Background: an optimization exercise with open tools, aiming at small area, a short achievable clock period and few clock cycles per item. Do not read the settings as production practice.
RTL that was checked went through simulation tests only; none was proved equivalent to the original.
No functional check of the RTL was part of run 1.
No activity file was given, so power comes from the tool's default toggle rates.

--- flow/flow/run.sh ---
#!/bin/bash
# The standard layout, with the ports buffered by buf_1 cells instead of the
# default choice of buffer cell.
set -euo pipefail
export BUFFER_PORTS_ARGS="-buffer_cell sky130_fd_sc_hd__buf_1"
bash standard.sh > standard.log 2>&1
--- flow/standard.sh ---
#!/bin/bash
# synth_recipe.tcl (not shown) runs the flow's synth.tcl, then flattens the netlist and writes it again
# the make line also repeats each setting of config.mk as NAME=value (left out here)
make -C /OpenROAD-flow-scripts/flow DESIGN_CONFIG=/design/flow/config.mk WORK_HOME=/design/flow/orfs CLKGATE_MAP_FILE= SYNTH_SCRIPT=/design/flow/synth_recipe.tcl "${@:-finish}"
--- flow/config.mk ---
export PLATFORM = sky130hd
export DESIGN_NAME = tx_zc_phase_gen
export DESIGN_NICKNAME = tx_zc_phase_gen
export VERILOG_FILES = /design/flow/design.v
export SDC_FILE = /design/flow/constraint.sdc
export NUM_CORES = 4
export LEC_CHECK = 0
export CAP_MARGIN = 5
export CORE_MARGIN = 2
export CORE_UTILIZATION = 40
export CTS_BUF_LIST = sky130_fd_sc_hd__clkbuf_8
export CTS_CLUSTER_DIAMETER = 60
export CTS_CLUSTER_SIZE = 20
export SETUP_SLACK_MARGIN = 4.7
export SLEW_MARGIN = 5
export TNS_END_PERCENT = 10
--- flow/constraint.sdc ---
create_clock -name core_clock -period 8.0 [get_ports {sys_clk}]
set_input_delay 1.6000 -clock core_clock [delete_from_list [all_inputs] [get_ports {sys_clk}]]
set_output_delay 1.6000 -clock core_clock [all_outputs]
set_load 0.01 [all_outputs]
--- flow/design.v ---
package tx_zc_pkg;
    localparam int ZC_NZC_W_DEF = 12;
    localparam int ZC_OUT_W_DEF = 12;
    localparam int ZC_INV_W_DEF = 18;
    localparam int ZC_T_MULT = 24;
endpackage
module tx_zc_mul (
    input  logic        clk,
    input  logic        i_en,
    input  logic [16:0] i_th,
    input  logic [17:0] i_inv,
    output logic [11:0] o_y,
    output logic [16:0] o_p
);
    logic [18:0] thx;
    logic [8:0]  w_neg, w_one, w_two;
    logic [8:0]  neg, one, two;
    logic        r_dsgn;
    logic [18:0] pp0;
    logic [18:0] pp1;
    logic [18:0] pp2;
    logic [18:0] pp3;
    logic [18:0] pp4;
    logic [18:0] pp5;
    logic [18:0] pp6;
    logic [18:0] pp7;
    logic [18:0] pp8;
    logic [34:0] ra, rb;
    logic [34:6] r_a, r_b;
    logic        r_sgn, r_c6;
    logic [6:0]  w_l6;
    logic s1;
    logic c2;
    logic s3;
    logic c4;
    logic s5;
    logic c6;
    logic s7;
    logic c8;
    logic s9;
    logic c10;
    logic s11;
    logic c12;
    logic s13;
    logic c14;
    logic s15;
    logic c16;
    logic s17;
    logic c18;
    logic s19;
    logic c20;
    logic s21;
    logic c22;
    logic s23;
    logic c24;
    logic s25;
    logic c26;
    logic s27;
    logic c28;
    logic s29;
    logic c30;
    logic s31;
    logic c32;
    logic s33;
    logic c34;
    logic s35;
    logic c36;
    logic s37;
    logic c38;
    logic s39;
    logic c40;
    logic s41;
    logic c42;
    logic s43;
    logic c44;
    logic s45;
    logic c46;
    logic s47;
    logic c48;
    logic s49;
    logic c50;
    logic s51;
    logic c52;
    logic s53;
    logic c54;
    logic s55;
    logic c56;
    logic s57;
    logic c58;
    logic s59;
    logic c60;
    logic s61;
    logic c62;
    logic s63;
    logic c64;
    logic s65;
    logic c66;
    logic s67;
    logic c68;
    logic s69;
    logic c70;
    logic s71;
    logic c72;
    logic s73;
    logic c74;
    logic s75;
    logic c76;
    logic s77;
    logic c78;
    logic s79;
    logic c80;
    logic s81;
    logic c82;
    logic s83;
    logic c84;
    logic s85;
    logic c86;
    logic s87;
    logic c88;
    logic s89;
    logic c90;
    logic s91;
    logic c92;
    logic s93;
    logic c94;
    logic s95;
    logic c96;
    logic s97;
    logic c98;
    logic s99;
    logic c100;
    logic s101;
    logic c102;
    logic s103;
    logic c104;
    logic s105;
    logic c106;
    logic s107;
    logic c108;
    logic s109;
    logic c110;
    logic s111;
    logic c112;
    logic s113;
    logic c114;
    logic s115;
    logic c116;
    logic s117;
    logic c118;
    logic s119;
    logic c120;
    logic s121;
    logic c122;
    logic s123;
    logic c124;
    logic s125;
    logic c126;
    logic s127;
    logic c128;
    logic s129;
    logic c130;
    logic s131;
    logic c132;
    logic s133;
    logic c134;
    logic s135;
    logic c136;
    logic s137;
    logic c138;
    logic s139;
    logic c140;
    logic s141;
    logic c142;
    logic s143;
    logic c144;
    logic s145;
    logic c146;
    logic s147;
    logic c148;
    logic s149;
    logic c150;
    logic s151;
    logic c152;
    logic s153;
    logic c154;
    logic s155;
    logic c156;
    logic s157;
    logic c158;
    logic s159;
    logic c160;
    logic s161;
    logic c162;
    logic s163;
    logic c164;
    logic s165;
    logic c166;
    logic s167;
    logic c168;
    logic s169;
    logic c170;
    logic s171;
    logic c172;
    logic s173;
    logic c174;
    logic s175;
    logic c176;
    logic s177;
    logic c178;
    logic s179;
    logic c180;
    logic s181;
    logic c182;
    logic s183;
    logic c184;
    logic s185;
    logic c186;
    logic s187;
    logic c188;
    logic s189;
    logic c190;
    logic s191;
    logic c192;
    logic s193;
    logic c194;
    logic s195;
    logic c196;
    logic s197;
    logic c198;
    logic s199;
    logic c200;
    logic s201;
    logic c202;
    logic s203;
    logic c204;
    logic s205;
    logic c206;
    logic s207;
    logic c208;
    logic s209;
    logic c210;
    logic s211;
    logic c212;
    logic s213;
    logic c214;
    logic s215;
    logic c216;
    logic s217;
    logic c218;
    logic s219;
    logic c220;
    logic s221;
    logic c222;
    logic s223;
    logic c224;
    logic s225;
    logic c226;
    logic s227;
    logic c228;
    logic s229;
    logic c230;
    logic s231;
    logic c232;
    logic s233;
    logic c234;
    logic s235;
    logic c236;
    logic s237;
    logic c238;
    logic s239;
    logic c240;
    logic s241;
    logic c242;
    logic s243;
    logic c244;
    logic s245;
    logic c246;
    logic s247;
    logic c248;
    logic s249;
    logic c250;
    logic s251;
    logic c252;
    logic s253;
    logic c254;
    logic s255;
    logic c256;
    logic s257;
    logic c258;
    logic s259;
    logic c260;
    logic s261;
    logic c262;
    logic s263;
    logic c264;
    logic s265;
    logic c266;
    logic s267;
    logic c268;
    logic s269;
    logic c270;
    logic s271;
    logic c272;
    logic s273;
    logic c274;
    logic s275;
    logic c276;
    logic s277;
    logic c278;
    logic s279;
    logic c280;
    logic s281;
    logic c282;
    logic s283;
    logic c284;
    logic s285;
    logic c286;
    logic s287;
    logic c288;
    logic s289;
    logic c290;
    logic s291;
    logic c292;
    logic s293;
    logic c294;
    logic s295;
    logic c296;
    logic s297;
    logic c298;
    logic s299;
    logic c300;
    logic s301;
    logic c302;
    logic s303;
    logic c304;
    logic s305;
    logic c306;
    assign thx = {i_th[16], i_th, 1'b0};
    always_comb begin
        for (int i = 0; i < 9; i++) begin
            w_neg[i] = thx[2*i+2] & ~(thx[2*i+1] & thx[2*i]);
            w_one[i] = thx[2*i+1] ^ thx[2*i];
            w_two[i] = (thx[2*i+2] & ~thx[2*i+1] & ~thx[2*i]) | (~thx[2*i+2] & thx[2*i+1] & thx[2*i]);
        end
    end
    always_ff @(posedge clk) begin
        if (i_en) begin
            neg    <= w_neg;
            one    <= w_one;
            two    <= w_two;
            r_dsgn <= i_th[16];
        end
    end
    assign pp0 = (({19{one[0]}} & {1'b0, i_inv}) | ({19{two[0]}} & {i_inv, 1'b0})) ^ {19{neg[0]}};
    assign pp1 = (({19{one[1]}} & {1'b0, i_inv}) | ({19{two[1]}} & {i_inv, 1'b0})) ^ {19{neg[1]}};
    assign pp2 = (({19{one[2]}} & {1'b0, i_inv}) | ({19{two[2]}} & {i_inv, 1'b0})) ^ {19{neg[2]}};
    assign pp3 = (({19{one[3]}} & {1'b0, i_inv}) | ({19{two[3]}} & {i_inv, 1'b0})) ^ {19{neg[3]}};
    assign pp4 = (({19{one[4]}} & {1'b0, i_inv}) | ({19{two[4]}} & {i_inv, 1'b0})) ^ {19{neg[4]}};
    assign pp5 = (({19{one[5]}} & {1'b0, i_inv}) | ({19{two[5]}} & {i_inv, 1'b0})) ^ {19{neg[5]}};
    assign pp6 = (({19{one[6]}} & {1'b0, i_inv}) | ({19{two[6]}} & {i_inv, 1'b0})) ^ {19{neg[6]}};
    assign pp7 = (({19{one[7]}} & {1'b0, i_inv}) | ({19{two[7]}} & {i_inv, 1'b0})) ^ {19{neg[7]}};
    assign pp8 = (({19{one[8]}} & {1'b0, i_inv}) | ({19{two[8]}} & {i_inv, 1'b0})) ^ {19{neg[8]}};
    assign s1 = pp0[16] ^ pp1[14];
    assign c2 = pp0[16] & pp1[14];
    assign s3 = pp0[17] ^ pp1[15];
    assign c4 = pp0[17] & pp1[15];
    assign s5 = pp0[18] ^ pp1[16];
    assign c6 = pp0[18] & pp1[16];
    assign s7 = pp1[17] ^ pp2[15];
    assign c8 = pp1[17] & pp2[15];
    assign s9 = pp1[18] ^ pp2[16];
    assign c10 = pp1[18] & pp2[16];
    assign s11 = ~neg[1] ^ pp2[17];
    assign c12 = ~neg[1] & pp2[17];
    assign s13 = pp0[10] ^ pp1[8];
    assign c14 = pp0[10] & pp1[8];
    assign s15 = pp0[11] ^ pp1[9];
    assign c16 = pp0[11] & pp1[9];
    assign s17 = pp0[12] ^ pp1[10] ^ pp2[8];
    assign c18 = (pp0[12] & pp1[10]) | (pp0[12] & pp2[8]) | (pp1[10] & pp2[8]);
    assign s19 = pp3[6] ^ pp4[4];
    assign c20 = pp3[6] & pp4[4];
    assign s21 = pp0[13] ^ pp1[11] ^ pp2[9];
    assign c22 = (pp0[13] & pp1[11]) | (pp0[13] & pp2[9]) | (pp1[11] & pp2[9]);
    assign s23 = pp3[7] ^ pp4[5];
    assign c24 = pp3[7] & pp4[5];
    assign s25 = pp0[14] ^ pp1[12] ^ pp2[10];
    assign c26 = (pp0[14] & pp1[12]) | (pp0[14] & pp2[10]) | (pp1[12] & pp2[10]);
    assign s27 = pp3[8] ^ pp4[6] ^ pp5[4];
    assign c28 = (pp3[8] & pp4[6]) | (pp3[8] & pp5[4]) | (pp4[6] & pp5[4]);
    assign s29 = pp6[2] ^ pp7[0];
    assign c30 = pp6[2] & pp7[0];
    assign s31 = pp0[15] ^ pp1[13] ^ pp2[11];
    assign c32 = (pp0[15] & pp1[13]) | (pp0[15] & pp2[11]) | (pp1[13] & pp2[11]);
    assign s33 = pp3[9] ^ pp4[7] ^ pp5[5];
    assign c34 = (pp3[9] & pp4[7]) | (pp3[9] & pp5[5]) | (pp4[7] & pp5[5]);
    assign s35 = pp6[3] ^ pp7[1];
    assign c36 = pp6[3] & pp7[1];
    assign s37 = pp2[12] ^ pp3[10] ^ pp4[8];
    assign c38 = (pp2[12] & pp3[10]) | (pp2[12] & pp4[8]) | (pp3[10] & pp4[8]);
    assign s39 = pp5[6] ^ pp6[4] ^ pp7[2];
    assign c40 = (pp5[6] & pp6[4]) | (pp5[6] & pp7[2]) | (pp6[4] & pp7[2]);
    assign s41 = pp8[0] ^ neg[8] ^ s1;
    assign c42 = (pp8[0] & neg[8]) | (pp8[0] & s1) | (neg[8] & s1);
    assign s43 = pp2[13] ^ pp3[11] ^ pp4[9];
    assign c44 = (pp2[13] & pp3[11]) | (pp2[13] & pp4[9]) | (pp3[11] & pp4[9]);
    assign s45 = pp5[7] ^ pp6[5] ^ pp7[3];
    assign c46 = (pp5[7] & pp6[5]) | (pp5[7] & pp7[3]) | (pp6[5] & pp7[3]);
    assign s47 = pp8[1] ^ s3 ^ c2;
    assign c48 = (pp8[1] & s3) | (pp8[1] & c2) | (s3 & c2);
    assign s49 = pp2[14] ^ pp3[12] ^ pp4[10];
    assign c50 = (pp2[14] & pp3[12]) | (pp2[14] & pp4[10]) | (pp3[12] & pp4[10]);
    assign s51 = pp5[8] ^ pp6[6] ^ pp7[4];
    assign c52 = (pp5[8] & pp6[6]) | (pp5[8] & pp7[4]) | (pp6[6] & pp7[4]);
    assign s53 = pp8[2] ^ s5 ^ c4;
    assign c54 = (pp8[2] & s5) | (pp8[2] & c4) | (s5 & c4);
    assign s55 = pp3[13] ^ pp4[11] ^ pp5[9];
    assign c56 = (pp3[13] & pp4[11]) | (pp3[13] & pp5[9]) | (pp4[11] & pp5[9]);
    assign s57 = pp6[7] ^ pp7[5] ^ pp8[3];
    assign c58 = (pp6[7] & pp7[5]) | (pp6[7] & pp8[3]) | (pp7[5] & pp8[3]);
    assign s59 = neg[0] ^ s7 ^ c6;
    assign c60 = (neg[0] & s7) | (neg[0] & c6) | (s7 & c6);
    assign s61 = pp3[14] ^ pp4[12] ^ pp5[10];
    assign c62 = (pp3[14] & pp4[12]) | (pp3[14] & pp5[10]) | (pp4[12] & pp5[10]);
    assign s63 = pp6[8] ^ pp7[6] ^ pp8[4];
    assign c64 = (pp6[8] & pp7[6]) | (pp6[8] & pp8[4]) | (pp7[6] & pp8[4]);
    assign s65 = neg[0] ^ s9 ^ c8;
    assign c66 = (neg[0] & s9) | (neg[0] & c8) | (s9 & c8);
    assign s67 = pp3[15] ^ pp4[13] ^ pp5[11];
    assign c68 = (pp3[15] & pp4[13]) | (pp3[15] & pp5[11]) | (pp4[13] & pp5[11]);
    assign s69 = pp6[9] ^ pp7[7] ^ pp8[5];
    assign c70 = (pp6[9] & pp7[7]) | (pp6[9] & pp8[5]) | (pp7[7] & pp8[5]);
    assign s71 = ~neg[0] ^ s11 ^ c10;
    assign c72 = (~neg[0] & s11) | (~neg[0] & c10) | (s11 & c10);
    assign s73 = pp2[18] ^ pp3[16] ^ pp4[14];
    assign c74 = (pp2[18] & pp3[16]) | (pp2[18] & pp4[14]) | (pp3[16] & pp4[14]);
    assign s75 = pp5[12] ^ pp6[10] ^ pp7[8];
    assign c76 = (pp5[12] & pp6[10]) | (pp5[12] & pp7[8]) | (pp6[10] & pp7[8]);
    assign s77 = ~(pp8[6] ^ c12);
    assign c78 = pp8[6] | c12;
    assign s79 = ~neg[2] ^ pp3[17] ^ pp4[15];
    assign c80 = (~neg[2] & pp3[17]) | (~neg[2] & pp4[15]) | (pp3[17] & pp4[15]);
    assign s81 = pp5[13] ^ pp6[11] ^ pp7[9];
    assign c82 = (pp5[13] & pp6[11]) | (pp5[13] & pp7[9]) | (pp6[11] & pp7[9]);
    assign s83 = pp3[18] ^ pp4[16] ^ pp5[14];
    assign c84 = (pp3[18] & pp4[16]) | (pp3[18] & pp5[14]) | (pp4[16] & pp5[14]);
    assign s85 = pp6[12] ^ pp7[10];
    assign c86 = pp6[12] & pp7[10];
    assign s87 = ~neg[3] ^ pp4[17] ^ pp5[15];
    assign c88 = (~neg[3] & pp4[17]) | (~neg[3] & pp5[15]) | (pp4[17] & pp5[15]);
    assign s89 = pp4[18] ^ pp5[16];
    assign c90 = pp4[18] & pp5[16];
    assign s91 = pp0[6] ^ pp1[4];
    assign c92 = pp0[6] & pp1[4];
    assign s93 = pp0[7] ^ pp1[5];
    assign c94 = pp0[7] & pp1[5];
    assign s95 = pp0[8] ^ pp1[6] ^ pp2[4];
    assign c96 = (pp0[8] & pp1[6]) | (pp0[8] & pp2[4]) | (pp1[6] & pp2[4]);
    assign s97 = pp3[2] ^ pp4[0];
    assign c98 = pp3[2] & pp4[0];
    assign s99 = pp0[9] ^ pp1[7] ^ pp2[5];
    assign c100 = (pp0[9] & pp1[7]) | (pp0[9] & pp2[5]) | (pp1[7] & pp2[5]);
    assign s101 = pp3[3] ^ pp4[1];
    assign c102 = pp3[3] & pp4[1];
    assign s103 = pp2[6] ^ pp3[4] ^ pp4[2];
    assign c104 = (pp2[6] & pp3[4]) | (pp2[6] & pp4[2]) | (pp3[4] & pp4[2]);
    assign s105 = pp5[0] ^ neg[5] ^ s13;
    assign c106 = (pp5[0] & neg[5]) | (pp5[0] & s13) | (neg[5] & s13);
    assign s107 = pp2[7] ^ pp3[5] ^ pp4[3];
    assign c108 = (pp2[7] & pp3[5]) | (pp2[7] & pp4[3]) | (pp3[5] & pp4[3]);
    assign s109 = pp5[1] ^ s15 ^ c14;
    assign c110 = (pp5[1] & s15) | (pp5[1] & c14) | (s15 & c14);
    assign s111 = pp5[2] ^ pp6[0] ^ neg[6];
    assign c112 = (pp5[2] & pp6[0]) | (pp5[2] & neg[6]) | (pp6[0] & neg[6]);
    assign s113 = s17 ^ s19 ^ c16;
    assign c114 = (s17 & s19) | (s17 & c16) | (s19 & c16);
    assign s115 = pp5[3] ^ pp6[1] ^ s21;
    assign c116 = (pp5[3] & pp6[1]) | (pp5[3] & s21) | (pp6[1] & s21);
    assign s117 = s23 ^ c18 ^ c20;
    assign c118 = (s23 & c18) | (s23 & c20) | (c18 & c20);
    assign s119 = neg[7] ^ s25 ^ s27;
    assign c120 = (neg[7] & s25) | (neg[7] & s27) | (s25 & s27);
    assign s121 = s29 ^ c22 ^ c24;
    assign c122 = (s29 & c22) | (s29 & c24) | (c22 & c24);
    assign s123 = s31 ^ s33 ^ s35;
    assign c124 = (s31 & s33) | (s31 & s35) | (s33 & s35);
    assign s125 = c26 ^ c28 ^ c30;
    assign c126 = (c26 & c28) | (c26 & c30) | (c28 & c30);
    assign s127 = s37 ^ s39 ^ s41;
    assign c128 = (s37 & s39) | (s37 & s41) | (s39 & s41);
    assign s129 = c32 ^ c34 ^ c36;
    assign c130 = (c32 & c34) | (c32 & c36) | (c34 & c36);
    assign s131 = s43 ^ s45 ^ s47;
    assign c132 = (s43 & s45) | (s43 & s47) | (s45 & s47);
    assign s133 = c38 ^ c40 ^ c42;
    assign c134 = (c38 & c40) | (c38 & c42) | (c40 & c42);
    assign s135 = s49 ^ s51 ^ s53;
    assign c136 = (s49 & s51) | (s49 & s53) | (s51 & s53);
    assign s137 = c44 ^ c46 ^ c48;
    assign c138 = (c44 & c46) | (c44 & c48) | (c46 & c48);
    assign s139 = s55 ^ s57 ^ s59;
    assign c140 = (s55 & s57) | (s55 & s59) | (s57 & s59);
    assign s141 = c50 ^ c52 ^ c54;
    assign c142 = (c50 & c52) | (c50 & c54) | (c52 & c54);
    assign s143 = s61 ^ s63 ^ s65;
    assign c144 = (s61 & s63) | (s61 & s65) | (s63 & s65);
    assign s145 = c56 ^ c58 ^ c60;
    assign c146 = (c56 & c58) | (c56 & c60) | (c58 & c60);
    assign s147 = s67 ^ s69 ^ s71;
    assign c148 = (s67 & s69) | (s67 & s71) | (s69 & s71);
    assign s149 = c62 ^ c64 ^ c66;
    assign c150 = (c62 & c64) | (c62 & c66) | (c64 & c66);
    assign s151 = s73 ^ s75 ^ s77;
    assign c152 = (s73 & s75) | (s73 & s77) | (s75 & s77);
    assign s153 = c68 ^ c70 ^ c72;
    assign c154 = (c68 & c70) | (c68 & c72) | (c70 & c72);
    assign s155 = pp8[7] ^ s79 ^ s81;
    assign c156 = (pp8[7] & s79) | (pp8[7] & s81) | (s79 & s81);
    assign s157 = c74 ^ c76 ^ c78;
    assign c158 = (c74 & c76) | (c74 & c78) | (c76 & c78);
    assign s159 = ~(pp8[8] ^ s83);
    assign c160 = pp8[8] | s83;
    assign s161 = s85 ^ c80 ^ c82;
    assign c162 = (s85 & c80) | (s85 & c82) | (c80 & c82);
    assign s163 = pp6[13] ^ pp7[11] ^ pp8[9];
    assign c164 = (pp6[13] & pp7[11]) | (pp6[13] & pp8[9]) | (pp7[11] & pp8[9]);
    assign s165 = s87 ^ c84 ^ c86;
    assign c166 = (s87 & c84) | (s87 & c86) | (c84 & c86);
    assign s167 = pp6[14] ^ pp7[12] ^ pp8[10];
    assign c168 = (pp6[14] & pp7[12]) | (pp6[14] & pp8[10]) | (pp7[12] & pp8[10]);
    assign s169 = ~(s89 ^ c88);
    assign c170 = s89 | c88;
    assign s171 = ~neg[4] ^ pp5[17] ^ pp6[15];
    assign c172 = (~neg[4] & pp5[17]) | (~neg[4] & pp6[15]) | (pp5[17] & pp6[15]);
    assign s173 = pp7[13] ^ pp8[11] ^ c90;
    assign c174 = (pp7[13] & pp8[11]) | (pp7[13] & c90) | (pp8[11] & c90);
    assign s175 = pp5[18] ^ pp6[16] ^ pp7[14];
    assign c176 = (pp5[18] & pp6[16]) | (pp5[18] & pp7[14]) | (pp6[16] & pp7[14]);
    assign s177 = ~pp8[12];
    assign c178 = pp8[12];
    assign s179 = ~neg[5] ^ pp6[17] ^ pp7[15];
    assign c180 = (~neg[5] & pp6[17]) | (~neg[5] & pp7[15]) | (pp6[17] & pp7[15]);
    assign s181 = pp6[18] ^ pp7[16];
    assign c182 = pp6[18] & pp7[16];
    assign s183 = pp0[4] ^ pp1[2];
    assign c184 = pp0[4] & pp1[2];
    assign s185 = pp0[5] ^ pp1[3] ^ pp2[1];
    assign c186 = (pp0[5] & pp1[3]) | (pp0[5] & pp2[1]) | (pp1[3] & pp2[1]);
    assign s187 = pp2[2] ^ pp3[0] ^ neg[3];
    assign c188 = (pp2[2] & pp3[0]) | (pp2[2] & neg[3]) | (pp3[0] & neg[3]);
    assign s189 = pp2[3] ^ pp3[1] ^ s93;
    assign c190 = (pp2[3] & pp3[1]) | (pp2[3] & s93) | (pp3[1] & s93);
    assign s191 = neg[4] ^ s95 ^ s97;
    assign c192 = (neg[4] & s95) | (neg[4] & s97) | (s95 & s97);
    assign s193 = s99 ^ s101 ^ c96;
    assign c194 = (s99 & s101) | (s99 & c96) | (s101 & c96);
    assign s195 = s103 ^ s105 ^ c100;
    assign c196 = (s103 & s105) | (s103 & c100) | (s105 & c100);
    assign s197 = s107 ^ s109 ^ c104;
    assign c198 = (s107 & s109) | (s107 & c104) | (s109 & c104);
    assign s199 = s111 ^ s113 ^ c108;
    assign c200 = (s111 & s113) | (s111 & c108) | (s113 & c108);
    assign s201 = s115 ^ s117 ^ c112;
    assign c202 = (s115 & s117) | (s115 & c112) | (s117 & c112);
    assign s203 = s119 ^ s121 ^ c116;
    assign c204 = (s119 & s121) | (s119 & c116) | (s121 & c116);
    assign s205 = s123 ^ s125 ^ c120;
    assign c206 = (s123 & s125) | (s123 & c120) | (s125 & c120);
    assign s207 = s127 ^ s129 ^ c124;
    assign c208 = (s127 & s129) | (s127 & c124) | (s129 & c124);
    assign s209 = s131 ^ s133 ^ c128;
    assign c210 = (s131 & s133) | (s131 & c128) | (s133 & c128);
    assign s211 = s135 ^ s137 ^ c132;
    assign c212 = (s135 & s137) | (s135 & c132) | (s137 & c132);
    assign s213 = s139 ^ s141 ^ c136;
    assign c214 = (s139 & s141) | (s139 & c136) | (s141 & c136);
    assign s215 = s143 ^ s145 ^ c140;
    assign c216 = (s143 & s145) | (s143 & c140) | (s145 & c140);
    assign s217 = s147 ^ s149 ^ c144;
    assign c218 = (s147 & s149) | (s147 & c144) | (s149 & c144);
    assign s219 = s151 ^ s153 ^ c148;
    assign c220 = (s151 & s153) | (s151 & c148) | (s153 & c148);
    assign s221 = s155 ^ s157 ^ c152;
    assign c222 = (s155 & s157) | (s155 & c152) | (s157 & c152);
    assign s223 = s159 ^ s161 ^ c156;
    assign c224 = (s159 & s161) | (s159 & c156) | (s161 & c156);
    assign s225 = s163 ^ s165 ^ c160;
    assign c226 = (s163 & s165) | (s163 & c160) | (s165 & c160);
    assign s227 = s167 ^ s169 ^ c164;
    assign c228 = (s167 & s169) | (s167 & c164) | (s169 & c164);
    assign s229 = s171 ^ s173 ^ c168;
    assign c230 = (s171 & s173) | (s171 & c168) | (s173 & c168);
    assign s231 = s175 ^ s177 ^ c172;
    assign c232 = (s175 & s177) | (s175 & c172) | (s177 & c172);
    assign s233 = pp8[13] ^ s179 ^ c176;
    assign c234 = (pp8[13] & s179) | (pp8[13] & c176) | (s179 & c176);
    assign s235 = ~(pp8[14] ^ s181);
    assign c236 = pp8[14] | s181;
    assign s237 = ~neg[6] ^ pp7[17] ^ pp8[15];
    assign c238 = (~neg[6] & pp7[17]) | (~neg[6] & pp8[15]) | (pp7[17] & pp8[15]);
    assign s239 = pp7[18] ^ pp8[16];
    assign c240 = pp7[18] & pp8[16];
    assign s241 = pp0[2] ^ pp1[0];
    assign c242 = pp0[2] & pp1[0];
    assign s243 = pp0[3] ^ pp1[1];
    assign c244 = pp0[3] & pp1[1];
    assign s245 = pp2[0] ^ neg[2] ^ s183;
    assign c246 = (pp2[0] & neg[2]) | (pp2[0] & s183) | (neg[2] & s183);
    assign s247 = ~(s185 ^ c184);
    assign c248 = s185 | c184;
    assign s249 = s91 ^ s187 ^ c186;
    assign c250 = (s91 & s187) | (s91 & c186) | (s187 & c186);
    assign s251 = c92 ^ s189 ^ c188;
    assign c252 = (c92 & s189) | (c92 & c188) | (s189 & c188);
    assign s253 = c94 ^ s191 ^ c190;
    assign c254 = (c94 & s191) | (c94 & c190) | (s191 & c190);
    assign s255 = c98 ^ s193 ^ c192;
    assign c256 = (c98 & s193) | (c98 & c192) | (s193 & c192);
    assign s257 = c102 ^ s195 ^ c194;
    assign c258 = (c102 & s195) | (c102 & c194) | (s195 & c194);
    assign s259 = c106 ^ s197 ^ c196;
    assign c260 = (c106 & s197) | (c106 & c196) | (s197 & c196);
    assign s261 = c110 ^ s199 ^ c198;
    assign c262 = (c110 & s199) | (c110 & c198) | (s199 & c198);
    assign s263 = c114 ^ s201 ^ c200;
    assign c264 = (c114 & s201) | (c114 & c200) | (s201 & c200);
    assign s265 = c118 ^ s203 ^ c202;
    assign c266 = (c118 & s203) | (c118 & c202) | (s203 & c202);
    assign s267 = c122 ^ s205 ^ c204;
    assign c268 = (c122 & s205) | (c122 & c204) | (s205 & c204);
    assign s269 = c126 ^ s207 ^ c206;
    assign c270 = (c126 & s207) | (c126 & c206) | (s207 & c206);
    assign s271 = c130 ^ s209 ^ c208;
    assign c272 = (c130 & s209) | (c130 & c208) | (s209 & c208);
    assign s273 = c134 ^ s211 ^ c210;
    assign c274 = (c134 & s211) | (c134 & c210) | (s211 & c210);
    assign s275 = c138 ^ s213 ^ c212;
    assign c276 = (c138 & s213) | (c138 & c212) | (s213 & c212);
    assign s277 = c142 ^ s215 ^ c214;
    assign c278 = (c142 & s215) | (c142 & c214) | (s215 & c214);
    assign s279 = c146 ^ s217 ^ c216;
    assign c280 = (c146 & s217) | (c146 & c216) | (s217 & c216);
    assign s281 = c150 ^ s219 ^ c218;
    assign c282 = (c150 & s219) | (c150 & c218) | (s219 & c218);
    assign s283 = c154 ^ s221 ^ c220;
    assign c284 = (c154 & s221) | (c154 & c220) | (s221 & c220);
    assign s285 = c158 ^ s223 ^ c222;
    assign c286 = (c158 & s223) | (c158 & c222) | (s223 & c222);
    assign s287 = c162 ^ s225 ^ c224;
    assign c288 = (c162 & s225) | (c162 & c224) | (s225 & c224);
    assign s289 = c166 ^ s227 ^ c226;
    assign c290 = (c166 & s227) | (c166 & c226) | (s227 & c226);
    assign s291 = c170 ^ s229 ^ c228;
    assign c292 = (c170 & s229) | (c170 & c228) | (s229 & c228);
    assign s293 = c174 ^ s231 ^ c230;
    assign c294 = (c174 & s231) | (c174 & c230) | (s231 & c230);
    assign s295 = c178 ^ s233 ^ c232;
    assign c296 = (c178 & s233) | (c178 & c232) | (s233 & c232);
    assign s297 = c180 ^ s235 ^ c234;
    assign c298 = (c180 & s235) | (c180 & c234) | (s235 & c234);
    assign s299 = c182 ^ s237 ^ c236;
    assign c300 = (c182 & s237) | (c182 & c236) | (s237 & c236);
    assign s301 = ~(s239 ^ c238);
    assign c302 = s239 | c238;
    assign s303 = ~neg[7] ^ pp8[17] ^ c240;
    assign c304 = (~neg[7] & pp8[17]) | (~neg[7] & c240) | (pp8[17] & c240);
    assign s305 = ~pp8[18];
    assign c306 = pp8[18];
    assign ra[0] = pp0[0];
    assign rb[0] = neg[0];
    assign ra[1] = pp0[1];
    assign rb[1] = 1'b0;
    assign ra[2] = neg[1];
    assign rb[2] = s241;
    assign ra[3] = s243;
    assign rb[3] = c242;
    assign ra[4] = s245;
    assign rb[4] = c244;
    assign ra[5] = s247;
    assign rb[5] = c246;
    assign ra[6] = s249;
    assign rb[6] = c248;
    assign ra[7] = s251;
    assign rb[7] = c250;
    assign ra[8] = s253;
    assign rb[8] = c252;
    assign ra[9] = s255;
    assign rb[9] = c254;
    assign ra[10] = s257;
    assign rb[10] = c256;
    assign ra[11] = s259;
    assign rb[11] = c258;
    assign ra[12] = s261;
    assign rb[12] = c260;
    assign ra[13] = s263;
    assign rb[13] = c262;
    assign ra[14] = s265;
    assign rb[14] = c264;
    assign ra[15] = s267;
    assign rb[15] = c266;
    assign ra[16] = s269;
    assign rb[16] = c268;
    assign ra[17] = s271;
    assign rb[17] = c270;
    assign ra[18] = s273;
    assign rb[18] = c272;
    assign ra[19] = s275;
    assign rb[19] = c274;
    assign ra[20] = s277;
    assign rb[20] = c276;
    assign ra[21] = s279;
    assign rb[21] = c278;
    assign ra[22] = s281;
    assign rb[22] = c280;
    assign ra[23] = s283;
    assign rb[23] = c282;
    assign ra[24] = s285;
    assign rb[24] = c284;
    assign ra[25] = s287;
    assign rb[25] = c286;
    assign ra[26] = s289;
    assign rb[26] = c288;
    assign ra[27] = s291;
    assign rb[27] = c290;
    assign ra[28] = s293;
    assign rb[28] = c292;
    assign ra[29] = s295;
    assign rb[29] = c294;
    assign ra[30] = s297;
    assign rb[30] = c296;
    assign ra[31] = s299;
    assign rb[31] = c298;
    assign ra[32] = s301;
    assign rb[32] = c300;
    assign ra[33] = s303;
    assign rb[33] = c302;
    assign ra[34] = s305;
    assign rb[34] = c304;
    assign w_l6 = {1'b0, ra[5:0]} + {1'b0, rb[5:0]};
    always_ff @(posedge clk) begin
        if (i_en) begin
            r_a   <= ra[34:6];
            r_b   <= rb[34:6];
            r_sgn <= r_dsgn;
            r_c6  <= w_l6[6];
        end
    end
    logic [22:6] w_lo;
    logic [17:0] w_sum;
    assign w_sum = {r_a[22:6], r_c6} + {r_b[22:6], r_c6};
    assign w_lo  = w_sum[17:1];
    assign o_p  = w_lo[22:6];
    logic [34:17] w_p, w_o, w_g;
    logic         w_z0, w_z1;
    assign w_p   = r_a[34:17] ^ r_b[34:17];
    assign w_o   = r_a[34:17] | r_b[34:17];
    assign w_g   = r_a[34:17] & r_b[34:17];
    assign w_z0  = !w_lo[17] && (w_o[33:17] == w_p[34:18]);
    assign w_z1  = w_lo[17] && (w_g[33:17] == ~w_p[34:18]);
    assign o_y   = (w_z0 || w_z1) ? w_lo[17:6] : (r_sgn ? 12'h800 : 12'h7ff);
endmodule
module tx_zc_phase_gen #(
    parameter int NZC_W  = tx_zc_pkg::ZC_NZC_W_DEF,
    parameter int OUT_W  = tx_zc_pkg::ZC_OUT_W_DEF,
    parameter int INV_W  = tx_zc_pkg::ZC_INV_W_DEF,
    parameter int PH_W   = NZC_W + 5
) (
    input  logic             sys_clk,
    input  logic             rst,
    input  logic             start,
    input  logic             abort,
    input  logic [NZC_W-1:0] zc_N_zc,
    input  logic [NZC_W-1:0] zc_len,
    input  logic [NZC_W-1:0] zc_start_index,
    input  logic [PH_W-1:0]  zc_Q,
    input  logic [PH_W-1:0]  zc_P,
    input  logic [INV_W-1:0] zc_inv_T,
    input  logic             theta_ready,
    output logic             theta_valid,
    output logic [OUT_W-1:0] theta_data,
    output logic             theta_last,
    output logic             busy,
    output logic             cfg_err
);
    logic        r_busy, r_idle, r_cfg_err;
    logic        r_ph_q2;    
    logic        r_ph_e0;    
    logic        r_ph_run;   
    logic        r_ph_w1;    
    logic        r_ph_w2;    
    logic        r_ph_w3;    
    logic        r_s1_valid, r_s1_last, r_s2_valid, r_s2_last, r_out_valid, r_out_last;
    logic [11:0] r_out_data;
    logic [11:0] r_nzc;          
    logic [13:0] r_t3;           
    logic [16:0] r_q;            
    logic [16:0] r_p;            
    logic [17:0] r_inv;          
    logic [11:0] r_rem;          
    logic [11:0] r_skip;         
    logic [11:0]        r_mc;    
    logic               r_wrap;  
    logic               r_usep;  
    logic signed [16:0] r_th;    
    logic [16:0]        r_e;     
    logic [4:0]         r_z;     
    logic [4:0]         r_pm;    
    logic [13:0] w_3n;
    logic [14:0] w_qc_a, w_qc_b, w_qc_s, w_qc_c, w_qc_r;
    logic [14:0] w_pc_s, w_pc_c, w_pc_r;
    logic [15:0] w_q2_a, w_q2_b, w_q2_s, w_q2_c, w_q2x;
    logic        w_cfg_ok, w_accept, w_adv, w_step, w_done, w_last_step;
    logic [16:0] w_t, w_half;
    logic [16:0] w_q2;
    logic [18:0] w_tha, w_thb, w_tnx, w_hnx, w_ths, w_s1, w_c1, w_ths_m, w_s2, w_c2, w_thc;
    logic [16:0] w_th_nxt;
    logic        w_wrap_nxt, w_e0_nxt;
    logic [16:0] w_ea;
    logic [18:0] w_eq, w_tx, w_ed, w_s3, w_c3, w_edt;
    logic [16:0] w_e_nxt;
    logic [1:0]  w_p3;
    logic [4:0]  w_pm;
    logic [3:0]  w_zl_s;
    logic [4:0]  w_z_nxt, w_zth5;
    logic [16:0] w_zth;
    logic [17:0] w_mul_b;
    logic [11:0] w_sat;
    logic [16:0] w_prod;
    logic        w_th_ld;
    logic [16:0] w_th_d;
    assign w_qc_a   = {3'b000, zc_N_zc};
    assign w_qc_b   = ~{1'b0, zc_N_zc, 2'b00};
    assign w_qc_s   = w_qc_a ^ w_qc_b ^ {1'b0, zc_Q[16:3]};
    assign w_qc_c   = {(w_qc_a[13:0] & w_qc_b[13:0]) | ((w_qc_a[13:0] | w_qc_b[13:0]) & zc_Q[16:3]), 1'b1};
    assign w_qc_r   = w_qc_s + w_qc_c;
    assign w_pc_s   = w_qc_a ^ w_qc_b ^ {1'b0, zc_P[16:3]};
    assign w_pc_c   = {(w_qc_a[13:0] & w_qc_b[13:0]) | ((w_qc_a[13:0] | w_qc_b[13:0]) & zc_P[16:3]), 1'b1};
    assign w_pc_r   = w_pc_s + w_pc_c;
    assign w_cfg_ok = (zc_N_zc[11:2] != '0 || zc_N_zc[1:0] == 2'd3) && (zc_len != '0) &&
                      (zc_start_index < zc_len) && w_qc_r[14] && w_pc_r[14];
    assign w_accept = !r_busy && start && w_cfg_ok;
    assign w_adv       = !(r_out_valid && !theta_ready);
    assign w_step      = w_adv && r_ph_run;
    assign w_last_step = (r_rem == 12'd1);
    assign w_done      = r_out_valid && r_out_last && theta_ready;
    assign w_t    = {r_t3, 3'b000};
    assign w_half = {1'b0, r_t3, 2'b00};
    assign w_3n    = 14'(r_nzc) + {1'b0, r_nzc, 1'b0};
    assign w_q2_a  = {4'b0000, r_nzc};
    assign w_q2_b  = ~{2'b00, r_nzc, 2'b00};
    assign w_q2_s  = w_q2_a ^ w_q2_b ^ {1'b0, r_q[16:2]};
    assign w_q2_c  = {(w_q2_a[14:0] & w_q2_b[14:0]) | ((w_q2_a[14:0] | w_q2_b[14:0]) & r_q[16:2]), 1'b1};
    assign w_q2x   = w_q2_s + w_q2_c;
    assign w_q2    = w_q2x[15] ? {r_q[15:0], 1'b0} : {w_q2x[13:0], r_q[1:0], 1'b0};
    assign w_tha  = {r_th[16], r_th[16], r_th};
    assign w_thb  = {2'b00, r_e};
    assign w_tnx  = ~{2'b00, w_t};
    assign w_hnx  = ~{2'b00, w_half};
    assign w_ths  = w_tha + w_thb;
    assign w_s1   = w_tha ^ w_thb ^ w_tnx;
    assign w_c1   = {(w_tha[17:0] & w_thb[17:0]) | (w_tha[17:0] & w_tnx[17:0]) | (w_thb[17:0] & w_tnx[17:0]), 1'b1};
    assign w_ths_m = w_s1 + w_c1;
    assign w_s2   = w_tha ^ w_thb ^ w_hnx;
    assign w_c2   = {(w_tha[17:0] & w_thb[17:0]) | (w_tha[17:0] & w_hnx[17:0]) | (w_thb[17:0] & w_hnx[17:0]), 1'b1};
    assign w_thc  = w_s2 + w_c2;
    assign w_th_nxt = w_thc[18] ? w_ths[16:0] : w_ths_m[16:0];
    assign w_ea   = r_usep ? r_p : r_e;
    assign w_eq   = ~{2'b00, r_q};
    assign w_tx   = {2'b00, w_t};
    assign w_ed   = {2'b00, w_ea} - {2'b00, r_q};
    assign w_s3   = {2'b00, w_ea} ^ w_eq ^ w_tx;
    assign w_c3   = {({1'b0, w_ea} & w_eq[17:0]) | ({1'b0, w_ea} & w_tx[17:0]) | (w_eq[17:0] & w_tx[17:0]), 1'b1};
    assign w_edt  = w_s3 + w_c3;
    assign w_e_nxt = w_ed[18] ? w_edt[16:0] : w_ed[16:0];
    function automatic logic [1:0] add3(input logic [1:0] a, input logic [1:0] b);
        case ({a, b})
            4'b0000: add3 = 2'd0;  4'b0001: add3 = 2'd1;  4'b0010: add3 = 2'd2;
            4'b0100: add3 = 2'd1;  4'b0101: add3 = 2'd2;  4'b0110: add3 = 2'd0;
            4'b1000: add3 = 2'd2;  4'b1001: add3 = 2'd0;  4'b1010: add3 = 2'd1;
            default: add3 = 2'd0;
        endcase
    endfunction
    function automatic logic [1:0] red3(input logic [1:0] g);
        red3 = {g[1] & ~g[0], g[0] & ~g[1]};
    endfunction
    always_comb begin
        logic [1:0] r0, r1, r2, r3, r4, r5, r6;
        r0 = red3(r_p[4:3]);   r1 = red3(r_p[6:5]);   r2 = red3(r_p[8:7]);
        r3 = red3(r_p[10:9]);  r4 = red3(r_p[12:11]); r5 = red3(r_p[14:13]);
        r6 = red3(r_p[16:15]);
        w_p3 = add3(add3(add3(r0, r1), add3(r2, r3)), add3(add3(r4, r5), r6));
    end
    assign w_pm = {w_p3, r_p[2:0]};
    assign w_zl_s  = {1'b0, r_z[2:0]} + {1'b0, r_pm[2:0]};
    assign w_z_nxt = {add3(add3(r_z[4:3], r_pm[4:3]), {1'b0, w_zl_s[3]}), w_zl_s[2:0]};
    assign w_zth5  = (r_z[4:3] == 2'd2) ? {2'b11, r_z[2:0]} :
                     (r_z[4:3] == 2'd1 && r_z[2]) ? {2'b10, r_z[2:0]} : {1'b0, r_z[3], r_z[2:0]};
    assign w_zth   = {{12{w_zth5[4]}}, w_zth5};
    always_comb begin
        if (r_ph_q2)      w_th_d = '0;
        else if (r_ph_w3) w_th_d = w_prod;
        else if (r_wrap)  w_th_d = w_zth;
        else              w_th_d = w_th_nxt;
    end
    assign w_th_ld = r_ph_q2 || (w_adv && (r_ph_run || r_ph_w3));
    assign w_mul_b = r_ph_w2 ? {r_nzc, 6'b000000} : r_inv;
    tx_zc_mul u_mul (.clk(sys_clk), .i_en(w_adv), .i_th(r_th), .i_inv(w_mul_b),
                     .o_y(w_sat), .o_p(w_prod));
    assign w_e0_nxt   = !rst && !abort && r_busy && r_ph_q2;
    assign w_wrap_nxt = r_ph_q2 ? 1'b0 : (w_step ? (!r_wrap && r_mc == 12'd2) : r_wrap);
    always_ff @(posedge sys_clk) begin
        if (rst || abort) begin
            r_busy      <= 1'b0;
            r_idle      <= 1'b1;
            r_ph_q2     <= 1'b0;
            r_ph_e0     <= 1'b0;
            r_ph_run    <= 1'b0;
            r_ph_w1     <= 1'b0;
            r_ph_w2     <= 1'b0;
            r_ph_w3     <= 1'b0;
            r_s1_valid  <= 1'b0;
            r_s1_last   <= 1'b0;
            r_s2_valid  <= 1'b0;
            r_s2_last   <= 1'b0;
            r_out_valid <= 1'b0;
            r_out_last  <= 1'b0;
            r_cfg_err   <= 1'b0;
        end else begin
            r_cfg_err <= !r_busy && start && !w_cfg_ok;
            if (!r_busy) begin
                r_busy  <= w_accept;
                r_idle  <= !w_accept;
                r_ph_q2 <= w_accept;
            end else begin
                if (w_done) begin
                    r_busy <= 1'b0;
                    r_idle <= 1'b1;
                end
                r_ph_q2 <= 1'b0;
                r_ph_e0 <= r_ph_q2;
                if (r_ph_e0) r_ph_run <= 1'b1;
                if (w_adv) begin
                    if (r_ph_run && (w_last_step || r_wrap)) r_ph_run <= 1'b0;
                    r_ph_w1 <= r_ph_run && !w_last_step && r_wrap;
                    r_ph_w2 <= r_ph_w1;
                    r_ph_w3 <= r_ph_w2;
                    if (r_ph_w3) r_ph_run <= 1'b1;
                end
            end
            if (w_adv) begin
                r_s1_valid  <= w_step && (r_skip == '0);
                r_s1_last   <= w_last_step;
                r_s2_valid  <= r_s1_valid;
                r_s2_last   <= r_s1_last;
                r_out_valid <= r_s2_valid;
                r_out_last  <= r_s2_last;
            end
        end
    end
    always_ff @(posedge sys_clk) begin
        if (r_idle) begin
            r_nzc  <= zc_N_zc;
            r_q    <= zc_Q;
            r_p    <= zc_P;
            r_inv  <= zc_inv_T;
            r_rem  <= zc_len;
            r_skip <= zc_start_index;
        end else begin
            if (r_ph_q2) r_q <= w_q2;
            if (w_step) begin
                r_rem <= r_rem - 12'd1;
                if (r_skip != '0) r_skip <= r_skip - 12'd1;
            end
        end
    end
    always_ff @(posedge sys_clk) begin
        if (w_th_ld) begin
            r_th <= w_th_d;
        end
        r_t3   <= w_3n;
        r_wrap <= w_wrap_nxt;
        r_usep <= w_e0_nxt || w_wrap_nxt;
        if (r_ph_q2) begin
            r_mc   <= r_nzc;
            r_pm   <= w_pm;
            r_z    <= w_pm;
        end
        if (r_ph_e0) begin
            r_e <= w_e_nxt;
        end
        if (w_step) begin
            r_e <= w_e_nxt;
            if (r_wrap) begin
                r_z    <= w_z_nxt;
                r_mc   <= r_nzc;
            end else begin
                r_mc   <= r_mc - 12'd1;
            end
        end
        if (w_adv) begin
            r_out_data <= w_sat;
        end
    end
    assign theta_valid = r_out_valid;
    assign theta_data  = r_out_data;
    assign theta_last  = r_out_last;
    assign busy        = r_busy;
    assign cfg_err     = r_cfg_err;
endmodule
==> results of run 1 <==
## worst reg2reg max path, cell delays in order, from the launching register on
cell	delay, ns
edfxtp_1	0.53
mux2_4	0.43
a22oi_2	0.18
xnor2_1	0.11
ha_1	0.35
fa_1	0.55
inv_2	0.05
fa_2	0.53
fa_1	0.40
inv_1	0.08
fa_1	0.41
## cells by family (layout without fill, tap and decap cells)
| kind of cell | after synthesis | count (layout) | share of synthesized area |
|---|---|---|---|
| fa+ha+maj | 461 | 461 | 0.269 |
| simple gates | 519 | 520 | 0.0908 |
| flops | 274 | 274 | 0.291 |
| mux | 72 | 73 | 0.0275 |
| buf+inv | 567 | 718 | 0.0795 |
| xor+xnor | 326 | 326 | 0.106 |
| compound gates | 531 | 531 | 0.136 |
## area by class of cell
| class | instances | area, µm² |
|---|---|---|
| fillers | 6367 | 36700 |
| well taps | 873 | 1090 |
| multi-input cells | 1911 | 17500 |
| clock buffers | 34 | 468 |
| inverters | 450 | 1710 |
| flip-flops and latches | 274 | 7880 |
| repair buffers | 208 | 1420 |
| clock inverters | 26 | 228 |
## metrics by stage
step                      cells  setup slack, ns
after floorplan            2750             4.17
after global placement     3631             3.30
after detailed placement   3631             3.31
after CTS                  3757             4.13
after global routing       3776             4.01
final                      3776             4.11
## how the worst min path moves through the flow
stage                                 end  slack, ns
global route        u_mul.r_sgn$_DFFE_PN_       0.46
global placement    u_mul.r_sgn$_DFFE_PN_       0.41
floorplan           u_mul.r_sgn$_DFFE_PN_       0.40
finish              u_mul.r_sgn$_DFFE_PN_       0.44
detailed placement  u_mul.r_sgn$_DFFE_PN_       0.43
CTS                 u_mul.r_sgn$_DFFE_PN_       0.45
## cells in the final DEF, fill, tap and decap left out, types with 53 or more instances in the layout
master	netlist	layout
xnor2_1	222	219
nor2_1	134	133
buf_1	36	96
inv_1	447	428
a21oi_1	88	86
o21ai_0	78	76
a22oi_1	135	116
ha_1	260	247
nand2_1	174	172
edfxtp_1	238	238
mux2i_1	53	53
fa_1	201	194
xor2_1	103	103
buf_4	0	77
## power by group
group / switching [mW] / leakage (nW) / internal, mW
clock: 0.635 / 0.354 / 0.440
sequential: 0.269 / 2.76 / 2.10
combinational: 3.25 / 10.2 / 2.53
## routing by layer
| metal | up-vias | share of wire | routed length (µm) | track usage |
|---|---|---|---|---|
| li1 | 9563 | - | - | - |
| met5 | - | 0.00017 | 12 | 0 |
| met1 | 9714 | 0.43 | 30500 | 0.258 |
| met3 | 151 | 0.049 | 3460 | 0.0248 |
| met2 | 606 | 0.48 | 34200 | 0.348 |
| met4 | 2 | 0.040 | 2840 | 0.0734 |
## sequential cells by signal, indices dropped and copies added (netlist names), 5 cells and up
| signal | count |
|---|---|
| u_mul.r_b | 29 |
| u_mul.one | 9 |
| u_mul.neg | 9 |
| r_e | 17 |
| r_z | 5 |
| r_out_data | 12 |
| r_p | 17 |
| r_mc | 12 |
| r_rem | 12 |
| r_pm | 5 |
| u_mul.two | 8 |
| r_th | 17 |
| r_skip | 12 |
| r_t3 | 14 |
| r_inv | 18 |
| r_q | 17 |
| r_nzc | 12 |
| u_mul.r_a | 29 |
## cell usage after synthesis, types with 5 or more instances
cell type / n / area (µm²)
inv_1: 447 / 1680
ha_1: 260 / 3250
edfxtp_1: 238 / 7150
xnor2_1: 222 / 1940
fa_1: 201 / 4020
nand2_1: 174 / 653
a22oi_1: 135 / 1010
nor2_1: 134 / 503
xor2_1: 103 / 902
a21oi_1: 88 / 440
o21ai_0: 78 / 390
clkbuf_1: 74 / 278
mux2i_1: 53 / 531
o21a_1: 41 / 308
buf_1: 36 / 135
dfxtp_1: 36 / 721
nand3_1: 36 / 180
nor3_1: 35 / 175
nor2b_1: 33 / 206
a21o_1: 28 / 210
o21ai_1: 26 / 130
nand2b_1: 25 / 156
a211oi_1: 23 / 173
nor4_1: 19 / 119
mux2_2: 17 / 191
o21bai_1: 13 / 97.6
and2_1: 12 / 75.1
a31oi_1: 10 / 62.6
nand4_1: 10 / 62.6
o211ai_1: 10 / 75.1
a21boi_0: 8 / 60.1
or3_1: 8 / 50.1
nand3b_1: 7 / 52.6
a211o_1: 5 / 43.8
a221oi_1: 5 / 43.8
buf_2: 5 / 25.0
o31ai_1: 5 / 37.5
## what timing repair did
item                                   4_1_cts  5_1_grt
gates cloned                                 2        3
buffers inserted                            64       16
pin swaps                                   37       40
resized for setup                           56      105
setup endpoints to repair                  101      152
endpoints found under the hold margin        0        0
==> out/results.txt, run 1 <==
status: complete, no violations
first-pass GRT wire length: 112000 µm
Netlist cell types: 87
Vias per Instance: 5.31
die span in x: 264 µm
worst hold slack: 0.442 ns
crit end category: flop
drt pass-1 iters: 6
drt drc: 0
hpwl dp: 53300 µm
P&R area growth vs syn: 12.1%
Hold-fix buffers, CTS: 0
TritonCTS clock tree: yes
Register-to-Register Path Depth: 10
LEAKAGE: 13.3 nW
kind of critical path: reg -> reg
Max IR drop VDD: 0.124 mV
Seq cells post-synth: 274
GRT Total Usage: 0.201
syn_area_per_cell: 9.83 µm²
Fmax achieved: 257 MHz
top_reg_cell synth: edfxtp_1
Iter 0 DRT Violations: 1399
reg-to-reg critical path endpoint: u_mul.r_a[19]$_DFFE_PN_
final net count: 3433
R2R setup slack: 4.11 ns
fin. max-slew vios: 0
row cnt: 95
final hold violations: 0
ant diodes: 0
final core utilization: 0.452
delay-heaviest family, CP: adder cells
total gr overflow: 0
crit path time final: 3.89 ns
PwrDens: 304 nW/µm²
final setup fails: 0
skew final: 0.0441 ns
Tcrit/Tclk final: 0.486
Buf/Inv on CP: 2
Crit. path cell count: 10
worst skew pair latency: 0.64 ns
routed len/inst: 18.8 µm
gpl congestion: 0.890
Synth Warn #: 2
clock root buffer: clkbuf_8
Post-synth EDFFs: 238
Final Cell Area: 30300 µm²
worst-margin pin slew: 1.11 ns
Mapped Cells: 2750
endpoint arrival time on the critical path: 4.23 ns
largest net degree at the start of global routing: 82
clk buf depth: 3
IO Port Bufs: 108
Syn Nets: 3304
CP max FO: 17
CP most frequent cell: fa_1
Critical Path Source: r_nzc[11]$_DFFE_PP_
CP max stage cell: fa_1
share of cells above drive strength 1: 0.104
post-route ant nets: 0
core area: 67000 µm²
initial antenna violation count: 1
sequential area share after synthesis: 0.291
FFs w/ async S/R, synth: 0
WHS Path Cells: 0
Required @ worst endpoint: 8.34 ns
worst r2r src: r_nzc[11]$_DFFE_PP_
slowest cell delay on critical path: 0.55 ns
Slew HR: 0.258
Vias: 20000
Setup crit end: u_mul.r_a[19]$_DFFE_PN_
H-Tree Depth: 2
drt total wl: 71000 µm
Initial Util: 0.403
Num CTS Buffers: 34
Reg clk slew, reported paths: 0.10 ns
Die Y: 264 µm
Overall Power: 9.23 mW
Sink Count: 274
Setup crit start kind: flop
Hold WC Path Type: reg -> reg
IO Pins: 109
TNS Setup: 0 ns
RSZ-0062 raised after global routing: true
MaxCap Viol Count: 0
critical path, cell by cell: mux2_4 > a22oi_2 > xnor2_1 > ha_1 > fa_1 > inv_2 > fa_2 > fa_1 > inv_1 > fa_1
DP Area: 28200 µm²
vias in the first global route: 20900
Worst Hold Launch: u_mul.r_dsgn$_DFFE_PN_
full die area: 69700 µm²
post-synthesis cell area: 27000 µm²
==> run 2: changes to the inputs <==
--- a/flow/design.v
+++ b/flow/design.v
@@ -824,5 +824,5 @@
     logic [4:0]  w_z_nxt, w_zth5;
     logic [16:0] w_zth;
-    logic [17:0] w_mul_b;
+    logic [17:0] r_mul_b;        
     logic [11:0] w_sat;
     logic [16:0] w_prod;
@@ -904,6 +904,8 @@
     end
     assign w_th_ld = r_ph_q2 || (w_adv && (r_ph_run || r_ph_w3));
-    assign w_mul_b = r_ph_w2 ? {r_nzc, 6'b000000} : r_inv;
-    tx_zc_mul u_mul (.clk(sys_clk), .i_en(w_adv), .i_th(r_th), .i_inv(w_mul_b),
+    always_ff @(posedge sys_clk) begin
+        r_mul_b <= ((r_ph_w1 && w_adv) || (r_ph_w2 && !w_adv)) ? {r_nzc, 6'b000000} : r_inv;
+    end
+    tx_zc_mul u_mul (.clk(sys_clk), .i_en(w_adv), .i_th(r_th), .i_inv(r_mul_b),
                      .o_y(w_sat), .o_p(w_prod));
     assign w_e0_nxt   = !rst && !abort && r_busy && r_ph_q2;
==> out/results.txt, run 2 <==
Logic pwr share: 0.557 (was 0.627)
slowest cell delay on critical path: 0.53 ns (was 0.55 ns)
P&R area growth vs syn: 14.9% (was 12.1%)
worst skew pair latency: 0.64 ns (about the same)
Place WS: 3.49 ns (was 3.31 ns)
syn_area_per_cell: 9.71 µm² (was 9.83 µm²)
Mapped Cells: 2840 (was 2750)
H-Tree Depth: 2 (unchanged)
Required @ worst endpoint: 8.55 ns (was 8.34 ns)
row cnt: 96 (was 95)
kind of critical path: in -> reg (was reg -> reg)
largest registers: u_mul.r_a (29), u_mul.r_b (29) (was u_mul.r_a (29), u_mul.r_b (29), r_inv (18))
drt total wl: 74400 µm (was 71000 µm)
worst-margin pin slew: 1.15 ns (was 1.11 ns)
gpl congestion: 0.889 (was 0.890)
Tcrit/Tclk final: 0.447 (was 0.486)
total gr overflow: 0 (unchanged)
Hold WC Path Type: reg -> reg (unchanged)
MaxCap Viol Count: 0 (unchanged)
endpoint arrival time on the critical path: 4.12 ns (was 4.23 ns)
TritonCTS clock tree: yes (unchanged)
FFs w/ async S/R, synth: 0 (unchanged)
post-synth top area share: 0.259 (was 0.264)
worst setup margin: 4.42 ns (was 4.11 ns)
Iter 0 DRT Violations: 1327 (was 1399)
Seq cells post-synth: 292 (was 274)
IO Port Bufs: 108 (unchanged)
sequential area share after synthesis: 0.298 (was 0.291)
Overall Power: 8.10 mW (was 9.23 mW)
Die Y: 267 µm (was 264 µm)
post-synthesis cell area: 27600 µm² (was 27000 µm²)
Post-synth EDFFs: 238 (unchanged)
final setup fails: 0 (unchanged)
final hold violations: 0 (unchanged)
commonest non-fill, non-tap cell in the layout: inv_1 (unchanged)
Max IR drop VDD: 0.111 mV (was 0.124 mV)
Num CTS Buffers: 37 (was 34)
worst hold slack: 0.445 ns (was 0.442 ns)
cell taking the most area after synthesis: edfxtp_1 (unchanged)
Vias: 20800 (was 20000)
Psw: 3.47 mW (was 4.16 mW)
initial antenna violation count: 1 (unchanged)
first-pass GRT wire length: 118000 µm (was 112000 µm)
LEAKAGE: 14.0 nW (was 13.3 nW)
count leader, synth: inv_1 (unchanged)
TNS Setup: 0 ns (unchanged)
hpwl dp: 55900 µm (was 53300 µm)
CP max stage cell: fa_1 (unchanged)
Synth Warn #: 2 (unchanged)
Post-synth top cells: inv_1, ha_1, edfxtp_1, xnor2_1, nand2_1 (was inv_1, ha_1, edfxtp_1, xnor2_1, fa_1)
clock share of power: 0.154 (was 0.117)
ant diodes: 0 (unchanged)
Sequential Power Share: 0.289 (was 0.256)
Hold-fix buffers, CTS: 0 (unchanged)
Register-to-Register Path Depth: 15 (was 10)
CP most frequent cell: o21a_1 (was fa_1)
clk buf depth: 3 (unchanged)
Crit. path cell count: 12 (was 10)
GRT Total Usage: 0.211 (was 0.201)
WHS Path Cells: 2 (was 0)
drt drc: 0 (unchanged)
Sw Share: 0.429 (was 0.450)
full die area: 71000 µm² (was 69700 µm²)
top cells by area, synth: edfxtp_1, fa_1, ha_1 (unchanged)
final net count: 3580 (was 3433)
Vias per Instance: 5.29 (was 5.31)
Fmax achieved: 279 MHz (was 257 MHz)
Reg clk slew, reported paths: 0.10 ns (about the same)
Netlist cell types: 86 (was 87)
share of cells above drive strength 1: 0.132 (was 0.104)
final core utilization: 0.463 (was 0.452)
vias in the first global route: 22000 (was 20900)
Buf/Inv on CP: 2 (unchanged)
largest net degree at the start of global routing: 75 (was 82)
delay-heaviest family, CP: compound AO/OA/AOI/OAI gates (was adder cells)
Initial Util: 0.403 (about the same)
IO Pins: 109 (unchanged)
critical path, cell by cell: buf_12 > fa_1 > inv_1 > ha_1 > o21a_1 > o21a_1 > o21a_2 > o31a_1 > o211ai_1 > nand4_1 > mux2_4 > o21a_1 (was mux2_4 > a22oi_2 > xnor2_1 > ha_1 > fa_1 > inv_2 > fa_2 > fa_1 > inv_1 > fa_1)
clock root buffer: clkbuf_8 (unchanged)
PwrDens: 256 nW/µm² (was 304 nW/µm²)
commonest non-fill, non-tap cells in the layout: inv_1, ha_1, edfxtp_1 (unchanged)
Internal: 4.63 mW (was 5.07 mW)
routed len/inst: 18.9 µm (was 18.8 µm)
Syn Nets: 3394 (was 3304)
RSZ-0062 raised after global routing: true (unchanged)
skew final: 0.0237 ns (was 0.0441 ns)
crit path time final: 3.58 ns (was 3.89 ns)
CP max FO: 5 (was 17)
die span in x: 267 µm (was 264 µm)
fin. max-slew vios: 0 (unchanged)
status: complete, no violations (unchanged)
drt pass-1 iters: 5 (was 6)
Sink Count: 292 (was 274)
post-route ant nets: 0 (unchanged)
crit end category: flop (unchanged)
Setup crit start kind: input pin (was flop)
core area: 68500 µm² (was 67000 µm²)
top_reg_cell synth: edfxtp_1 (unchanged)
Slew HR: 0.229 (was 0.258)
## run 2: layer usage
| layer | wire length (µm) | up-vias | share of wire | global-route usage |
|---|---|---|---|---|
| li1 | - | 9946 | - | - |
| met1 | 31400 | 10200 | 0.42 | 0.263 |
| met2 | 36800 | 558 | 0.49 | 0.371 |
| met3 | 3350 | 154 | 0.045 | 0.0245 |
| met4 | 2860 | 0 | 0.038 | 0.0858 |
| met5 | 0 | - | 0 | 0 |
## run 2: per-stage QoR
stage	cell area (µm²)	std cells
6_report	31700	3937
2_1_floorplan	27600	2840
3_5_place_dp	28700	3723
5_1_grt	31700	3937
3_3_place_gp	28700	3723
4_1_cts	31000	3898
## run 2: timing repair
action | CTS | global route
resized for setup | 105 | 104
cloned | 6 | 1
pin swaps | 53 | 40
setup endpoints to repair | 102 | 108
endpoints found under the hold margin | 0 | 0
setup buffers | 101 | 38
## run 2: path summary, 6_finish.rpt
kind | from | to | slack (ns)
max | zc_N_zc[0] | r_idle$_SDFFE_PP1P_ | 4.42
min | r_inv[13]$_DFFE_PP_ | r_mul_b[13]$_DFF_P_ | 0.45
max reg2reg | r_usep$_DFF_P_ | r_e[14]$_DFFE_PP_ | 4.43
min reg2reg | r_inv[13]$_DFFE_PP_ | r_mul_b[13]$_DFF_P_ | 0.45
## run 2: kinds of logic after synthesis
logic type / after synthesis / synth area share
flip-flops: 292 / 0.298
adder cells (fa/ha/maj): 461 / 0.264
buffers and inverters: 602 / 0.0833
XOR/XNOR: 322 / 0.103
multiplexers: 52 / 0.0196
AO/OA/AOI/OAI: 564 / 0.139
AND/OR/NAND/NOR: 547 / 0.0933
## run 2: power by group through the flow
stage / clock (mW) / sequential [mW] / combinational, mW
2_1_floorplan: 0 / 2.25 / 3.18
3_3_place_gp: 0 / 2.40 / 4.02
3_5_place_dp: 0 / 2.41 / 4.16
4_1_cts: 1.30 / 2.34 / 4.40
5_1_grt: 1.35 / 2.38 / 5.13
6_report: 1.25 / 2.34 / 4.51
## run 2: worst reg2reg max path, cell delays in order, from the launching register on
cell and delay, ns:
dfxtp_4 0.36, buf_12 0.14, o21a_1 0.22, inv_2 0.08, ha_4 0.14, inv_2 0.03, fa_2 0.55, nor2b_4 0.05
o31a_1 0.25, o41a_1 0.40, a211oi_2 0.33, nor2_1 0.12, a21o_1 0.21, a21oi_2 0.15, xor2_1 0.17, mux2i_1 0.09
## run 2: final cells by class
cell class | count | area (µm²)
well taps | 882 | 1100
repair buffers | 276 | 2130
fillers | 6391 | 36800
clock inverters | 28 | 280
multi-input cells | 1946 | 17500
clock buffers | 40 | 551
flip-flops and latches | 292 | 8280
inverters | 473 | 1800
Testbench counts of run 2, summed over its fixed seeds: cycles 47,060, items 46,621.
==> run 3: changes to the inputs <==
--- a/flow/config.mk
+++ b/flow/config.mk
@@ -12,5 +12,5 @@
 export CTS_CLUSTER_DIAMETER = 60
 export CTS_CLUSTER_SIZE = 20
-export SETUP_SLACK_MARGIN = 4.7
+export SETUP_SLACK_MARGIN = 4.9
 export SLEW_MARGIN = 5
 export TNS_END_PERCENT = 10
==> out/results.txt, run 3 <==
LEAKAGE: 14.1 nW (was 14.0 nW)
Reg clk slew, reported paths: 0.10 ns (about the same)
commonest non-fill, non-tap cells in the layout: inv_1, ha_1, edfxtp_1 (unchanged)
H-Tree Depth: 2 (unchanged)
final hold violations: 0 (unchanged)
Post-synth top cells: inv_1, ha_1, edfxtp_1, xnor2_1, nand2_1 (unchanged)
P&R area growth vs syn: 16.7% (was 14.9%)
FFs w/ async S/R, synth: 0 (unchanged)
top cells by area, synth: edfxtp_1, fa_1, ha_1 (unchanged)
GRT Total Usage: 0.211 (about the same)
worst-margin pin slew: 0.986 ns (was 1.15 ns)
CP max FO: 3 (was 5)
clock root buffer: clkbuf_8 (unchanged)
slowest cell delay on critical path: 0.53 ns (about the same)
Required @ worst endpoint: 8.56 ns (was 8.55 ns)
Num CTS Buffers: 38 (was 37)
Critical Path Source: zc_P[5] (was zc_N_zc[0])
vias in the first global route: 21700 (was 22000)
fin cells: 3959 (was 3937)
Buf/Inv on CP: 3 (was 2)
post-route ant nets: 0 (unchanged)
first-pass GRT wire length: 117000 µm (was 118000 µm)
cell taking the most area after synthesis: edfxtp_1 (unchanged)
initial antenna violation count: 1 (unchanged)
skew final: 0.0363 ns (was 0.0237 ns)
Syn Nets: 3394 (unchanged)
core area: 68500 µm² (unchanged)
RSZ-0062 raised after global routing: true (unchanged)
reg-to-reg critical path endpoint: r_e[14]$_DFFE_PP_ (unchanged)
TritonCTS clock tree: yes (unchanged)
critical path, cell by cell: buf_8 > inv_4 > fa_1 > inv_1 > ha_1 > o21a_1 > o21a_1 > o21a_1 > o31a_1 > o211ai_1 > nand4_1 > mux2_4 > o21a_1 (was buf_12 > fa_1 > inv_1 > ha_1 > o21a_1 > o21a_1 > o21a_2 > o31a_1 > o211ai_1 > nand4_1 > mux2_4 > o21a_1)
Iter 0 DRT Violations: 1393 (was 1327)
row cnt: 96 (unchanged)
hpwl dp: 56100 µm (was 55900 µm)
post-synthesis cell area: 27600 µm² (unchanged)
drt drc: 0 (unchanged)
Vias: 21000 (was 20800)
PwrDens: 256 nW/µm² (about the same)
drt pass-1 iters: 5 (unchanged)
worst r2r src: r_usep$_DFF_P_ (unchanged)
Sink Count: 292 (unchanged)
Fmax achieved: 280 MHz (was 279 MHz)
die span in x: 267 µm (unchanged)
Max IR drop VDD: 0.113 mV (was 0.111 mV)
status: complete, no violations (unchanged)
routed len/inst: 19.0 µm (was 18.9 µm)
Crit. path cell count: 13 (was 12)
CP max stage cell: fa_1 (unchanged)
syn_area_per_cell: 9.71 µm² (unchanged)
==> run 3: cell counts after synthesis <==
Identical to the previous run, type by type.
==> run 3: kinds of logic (layout without fill, tap and decap cells) <==
family	count (synthesis)	in the layout	synth area share
AO/OA/AOI/OAI	564	564	0.139
adder cells (fa/ha/maj)	461	461	0.264
buffers and inverters	602	838	0.0833
AND/OR/NAND/NOR	547	547	0.0933
other	0	1	0
flip-flops	292	292	0.298
XOR/XNOR	322	322	0.103
multiplexers	52	52	0.0196
==> run 3: final cells by class <==
| class | instances | area [µm²] |
|---|---|---|
| Sequential cell | 292 | 8300 |
| Timing Repair Buffer | 295 | 2310 |
| Multi-Input combinational cell | 1946 | 17800 |
| Tap cell | 882 | 1100 |
| Clock buffer | 39 | 537 |
| Fill cell | 6359 | 36300 |
| Inverter | 473 | 1810 |
| Clock inverter | 31 | 324 |
| Antenna cell | 1 | 2.50 |
==> run 3: worst min path at each step <==
stage / slack [ns] / endpoint / from / cells past startpoint
floorplan: 0.40 / u_mul.r_sgn$_DFFE_PN_ / u_mul.r_dsgn$_DFFE_PN_ / 0
global placement: 0.44 / r_mul_b[0]$_SDFF_PP0_ / r_inv[0]$_DFFE_PP_ / 1
detailed placement: 0.44 / r_mul_b[17]$_DFF_P_ / r_inv[17]$_DFFE_PP_ / 2
CTS: 0.46 / r_s1_valid$_SDFFE_PP0N_ / r_s1_valid$_SDFFE_PP0N_ / 2
global route: 0.47 / r_mul_b[5]$_SDFF_PP0_ / r_inv[5]$_DFFE_PP_ / 1
finish: 0.45 / r_mul_b[13]$_DFF_P_ / r_inv[13]$_DFFE_PP_ / 2
==> run 3: stage by stage <==
step	setup slack, ns	area [µm²]	total power, mW	utilization	hold WS [ns]
6_report	4.42	32200	8.24	0.470	0.449
2_1_floorplan	4.15	27600	5.43	-	0.400
3_5_place_dp	3.46	28700	6.57	0.420	0.440
4_1_cts	4.40	31100	8.07	0.455	0.463
5_1_grt	4.37	32200	8.98	0.470	0.475
3_3_place_gp	3.50	28700	6.43	0.420	0.439
==> run 3: power by group <==
group / internal, mW / leakage, nW / switching [mW]
clock: 0.526 / 0.428 / 0.747
combinational: 2.05 / 10.8 / 2.58
sequential: 2.09 / 2.91 / 0.246
==> run 3: timing repair <==
item                                    CTS  global route
pin swaps                                70            51
endpoints found under the setup margin  150           197
setup buffers                           103            56
resized for setup                       138           148
cloned                                    4             2
==> run 3: routing by layer <==
layer / share of wire / wire (µm) / GRT usage
met5: 0 / 0 / 0
met4: 0.040 / 3040 / 0.0846
met3: 0.040 / 3020 / 0.0221
met2: 0.50 / 37400 / 0.373
met1: 0.42 / 31800 / 0.263
==> run 3: tightest hold or removal path: stages (launching register included) <==
cell      delay, ns
edfxtp_1       0.33
nand2_1        0.05
o21ai_0        0.06

port drivers added, routing unchanged:
The flow's constraints put no driver on any port. The routed layouts listed below were extracted and timed again, unchanged, in two steps.
Step 1, drivers: a clkbuf_16 drives sys_clk and a buf_2 each remaining input, both assumed.
Step 2, shift: input delay + t, output delay - t, t = (earliest + latest rising clock arrival at the registers) / 2. This alone moves slack from input paths to output paths.
Three values: no drivers, after step 1, after step 2; two values: the first two.
| run | t (ns) | setup WS [ns] |
|---|---|---|
| run 1 | 0.670 | 4.111 / 4.111 / 3.883 |
| run 2 | 0.681 | 4.421 / 4.419 / 3.737 |
| run 3 | 0.689 | 4.425 / 4.428 / 3.739 |
After both steps setup and hold are still met in every run listed.
